Context: an optimization exercise on an open-source flow, tuned for a short achievable clock period and few clock cycles per item. The choices shown serve that exercise and are no tape-out recipe. The RTL was checked by simulation tests, not by an equivalence proof against the original design. Power is estimated from default activity; no workload was simulated.

## lc4_top
module lc4_top (
   input  logic        clk,
   input  logic        i_reset,
   output logic [15:0] o_imem_addr,
   input  logic [15:0] i_imem_data,
   output logic [15:0] o_dmem_addr,
   output logic        o_dmem_we,
   output logic [15:0] o_dmem_wdata,
   input  logic [15:0] i_dmem_data,
   output logic        o_retire_valid,
   output logic [15:0] o_retire_pc,
   output logic [15:0] o_retire_insn,
   output logic        o_retire_rf_we,
   output logic [2:0]  o_retire_wsel,
   output logic [15:0] o_retire_wdata
);
Size: about 2,400 cells after synthesis, about 740 flip-flops, about 140 I/O pins.
clock: 4.3 ns
lec_check: 0
abc_clock_period_in_ps: 2000
cap_margin: 20
core_margin: 2
core_utilization: 40
setup_slack_margin: 2.0
slew_margin: 20
run.sh (not shown) runs the stock make flow with config.mk's settings and CLKGATE_MAP_FILE= SYNTH_SCRIPT=/design/flow/synth_recipe.tcl, a recipe that flattens the netlist after the stock synthesis.
Testbench counts at the start, summed over its fixed seeds: cycles 48,005, items 42,737.
==> next run, changes <==
--- a/flow/design.v
+++ b/flow/design.v
@@ -295,22 +295,22 @@
       .o_sum  (f_lo_sum),
       .o_cout (f_lo_cout)
    );
    logic f_lo_c;
    assign f_lo_c = pc_q[8:0] == 9'h1ff;
    assign f_pcp1 = {f_lo_c ? pc_q[15:9] + 7'd1 : pc_q[15:9], pc_q[8:0] + 9'd1};
    logic [16*NBTB-1:0] btb_pc_f;
    logic [16*NBTB-1:0] btb_pcm1_f;
    logic [16*NBTB-1:0] btb_tgt_f;
-   logic [NBTB-1:0]    lk_hit_v [2];
-   logic [1:0]         lk_hit;
-   logic [15:0]        lk_tgt   [2];
-   logic [15:0]        lk_pc    [2];
+   logic [NBTB-1:0]    lk_hit_v [3];
+   logic [2:0]         lk_hit;
+   logic [15:0]        lk_tgt   [3];
+   logic [15:0]        lk_pc    [3];
    logic [NBTB-1:0]    nx_hit_v;
    logic               nx_hit;
    logic [15:0]        nx_tgt;
    logic [15:0]        nx_pc;
    logic [NBTB-1:0]    q_hit_v;
    logic               q_hit;
    logic [15:0]        q_tgt;
    logic [15:0]        q_pc;
    always_comb begin
@@ -340,25 +340,48 @@
       .i_pc    (btb_pc_f),
       .i_tgt   (btb_tgt_f),
       .i_fpc   (btb_pc_f),
       .i_addr  (q_tgt),
       .o_hit_v (lk_hit_v[1]),
       .o_hit   (lk_hit[1]),
       .o_tgt   (lk_tgt[1]),
       .o_pc    (lk_pc[1])
    );
+   lc4_btb_lookup #(
+      .NBTB (NBTB)
+   ) lc4_btb_lookup_alt (
+      .i_v     (btb_v),
+      .i_pc    (btb_pc_f),
+      .i_tgt   (btb_tgt_f),
+      .i_fpc   (btb_pc_f),
+      .i_addr  (dx_alt),
+      .o_hit_v (lk_hit_v[2]),
+      .o_hit   (lk_hit[2]),
+      .o_tgt   (lk_tgt[2]),
+      .o_pc    (lk_pc[2])
+   );
    logic f_pc_ok;
    assign f_pc_ok = q_pc == pc_q && (q_hit_v & (q_hit_v - 1'b1)) == '0;
    assign f_hit_v = q_hit_v;
    assign f_hit   = q_hit;
    assign f_tgt   = q_tgt;
    always_comb begin
-      if (stall) begin
+      if (redirect) begin
+         nx_hit_v = lk_hit_v[2];
+         nx_hit   = lk_hit[2];
+         nx_tgt   = lk_tgt[2];
+         nx_pc    = lk_pc[2];
+      end else if (d_redirect) begin
+         nx_hit_v = '0;
+         nx_hit   = 1'b0;
+         nx_tgt   = q_tgt;
+         nx_pc    = q_pc;
+      end else if (stall) begin
          nx_hit_v = q_hit_v;
          nx_hit   = q_hit;
          nx_tgt   = q_tgt;
          nx_pc    = q_pc;
       end else if (f_hit) begin
          nx_hit_v = lk_hit_v[1];
          nx_hit   = lk_hit[1];
          nx_tgt   = lk_tgt[1];
          nx_pc    = lk_pc[1];
@@ -368,20 +391,20 @@
          nx_tgt   = lk_tgt[0];
          nx_pc    = lk_pc[0];
       end
    end
    always_ff @(posedge clk) begin
       if (i_reset) begin
          q_hit_v <= '0;
          q_hit   <= 1'b0;
       end else begin
-         q_hit_v <= (redirect || d_redirect) ? '0 : nx_hit_v;
-         q_hit   <= (redirect || d_redirect) ? 1'b0 : nx_hit;
+         q_hit_v <= nx_hit_v;
+         q_hit   <= nx_hit;
       end
    end
    always_ff @(posedge clk) begin
       q_tgt <= nx_tgt;
       q_pc  <= nx_pc;
    end
    always_comb begin
       if (stall)      f_next = pc_q;
       else if (f_hit) f_next = f_tgt;
@@ -407,19 +430,19 @@
                           i_imem_data[15:12] == lc4_isa_pkg::OP_AND) && !i_imem_data[5]);
          fd_imm     <= f_imm;
          fd_hi_inc <= f_lo_c ? pc_q[15:9] + 7'd2 : pc_q[15:9] + 7'd1;
          fd_hi_dec <= f_lo_c ? pc_q[15:9] : pc_q[15:9] - 7'd1;
          fd_insn <= i_imem_data;
          fd_pred <= f_hit;
          fd_pc_ok <= f_pc_ok;
          fd_is_br <= i_imem_data[15:12] == lc4_isa_pkg::OP_BR;
          fd_spred <= i_imem_data[15:12] == lc4_isa_pkg::OP_BR && i_imem_data[11:9] != 3'b000 &&
-                     (i_imem_data[8] || i_imem_data[11:9] == 3'b111 || i_imem_data[11:9] == 3'b101);
+                     (i_imem_data[8] || i_imem_data[11:9] == 3'b111);
          fd_hit_v <= f_hit_v;
          fd_use_rs <= f_use_rs;
          fd_use_rt <= f_use_rt;
          fd_dep_rs <= i_imem_data[8:6] == fd_insn[11:9];
          fd_dep_rt <= f_rt_sel == fd_insn[11:9];
          fd_dep_br <= i_imem_data[15:12] == lc4_isa_pkg::OP_BR &&
                       i_imem_data[11:9] != 3'b000 && i_imem_data[11:9] != 3'b111;
       end
    end
Setup slack loses 0.098 ns.
Register-to-register slack loses 0.098 ns.
Power grows by 3.0%.
Area after synthesis grows by 6.9%.
Cell area grows by 12%.
Via count grows by 23%.
Clock skew grows by 0.011 ns.
Testbench counts after the change, summed over its fixed seeds: cycles 48,109, items 42,737.

## static timing again, ports no longer ideal
Ports are ideal in the flow. The routed layouts listed here were re-timed in OpenROAD.
Step 1 sets driving cells, clkbuf_16 on the clock port and buf_2 on the other inputs (assumed; they add their load-dependent delay and slew).
Step 2 also shifts input and output timing later by t, the mid clock arrival at the registers, as if the neighbouring blocks saw the same clock.
Slacks: ideal / step 1 / step 2; pairs: ideal / step 1.
run | t (ns) | setup WS [ns] | hold slack, ns | worst setup path at the end | worst register clock-pin slew, ns
the first run | 0.688 | 1.967 / 1.967 / 1.377 | 0.318 / 0.318 / 0.318 | input to register | 0.06 / 0.06
the second run | 0.689 | 1.869 / 1.869 / 1.402 | 0.325 / 0.325 / 0.325 | input to register | 0.07 / 0.07
After both steps every run listed still meets setup and hold. The setup slack of the first run, which loses most, moves by 0.000 ns with the drivers and by -0.590 ns with both steps.
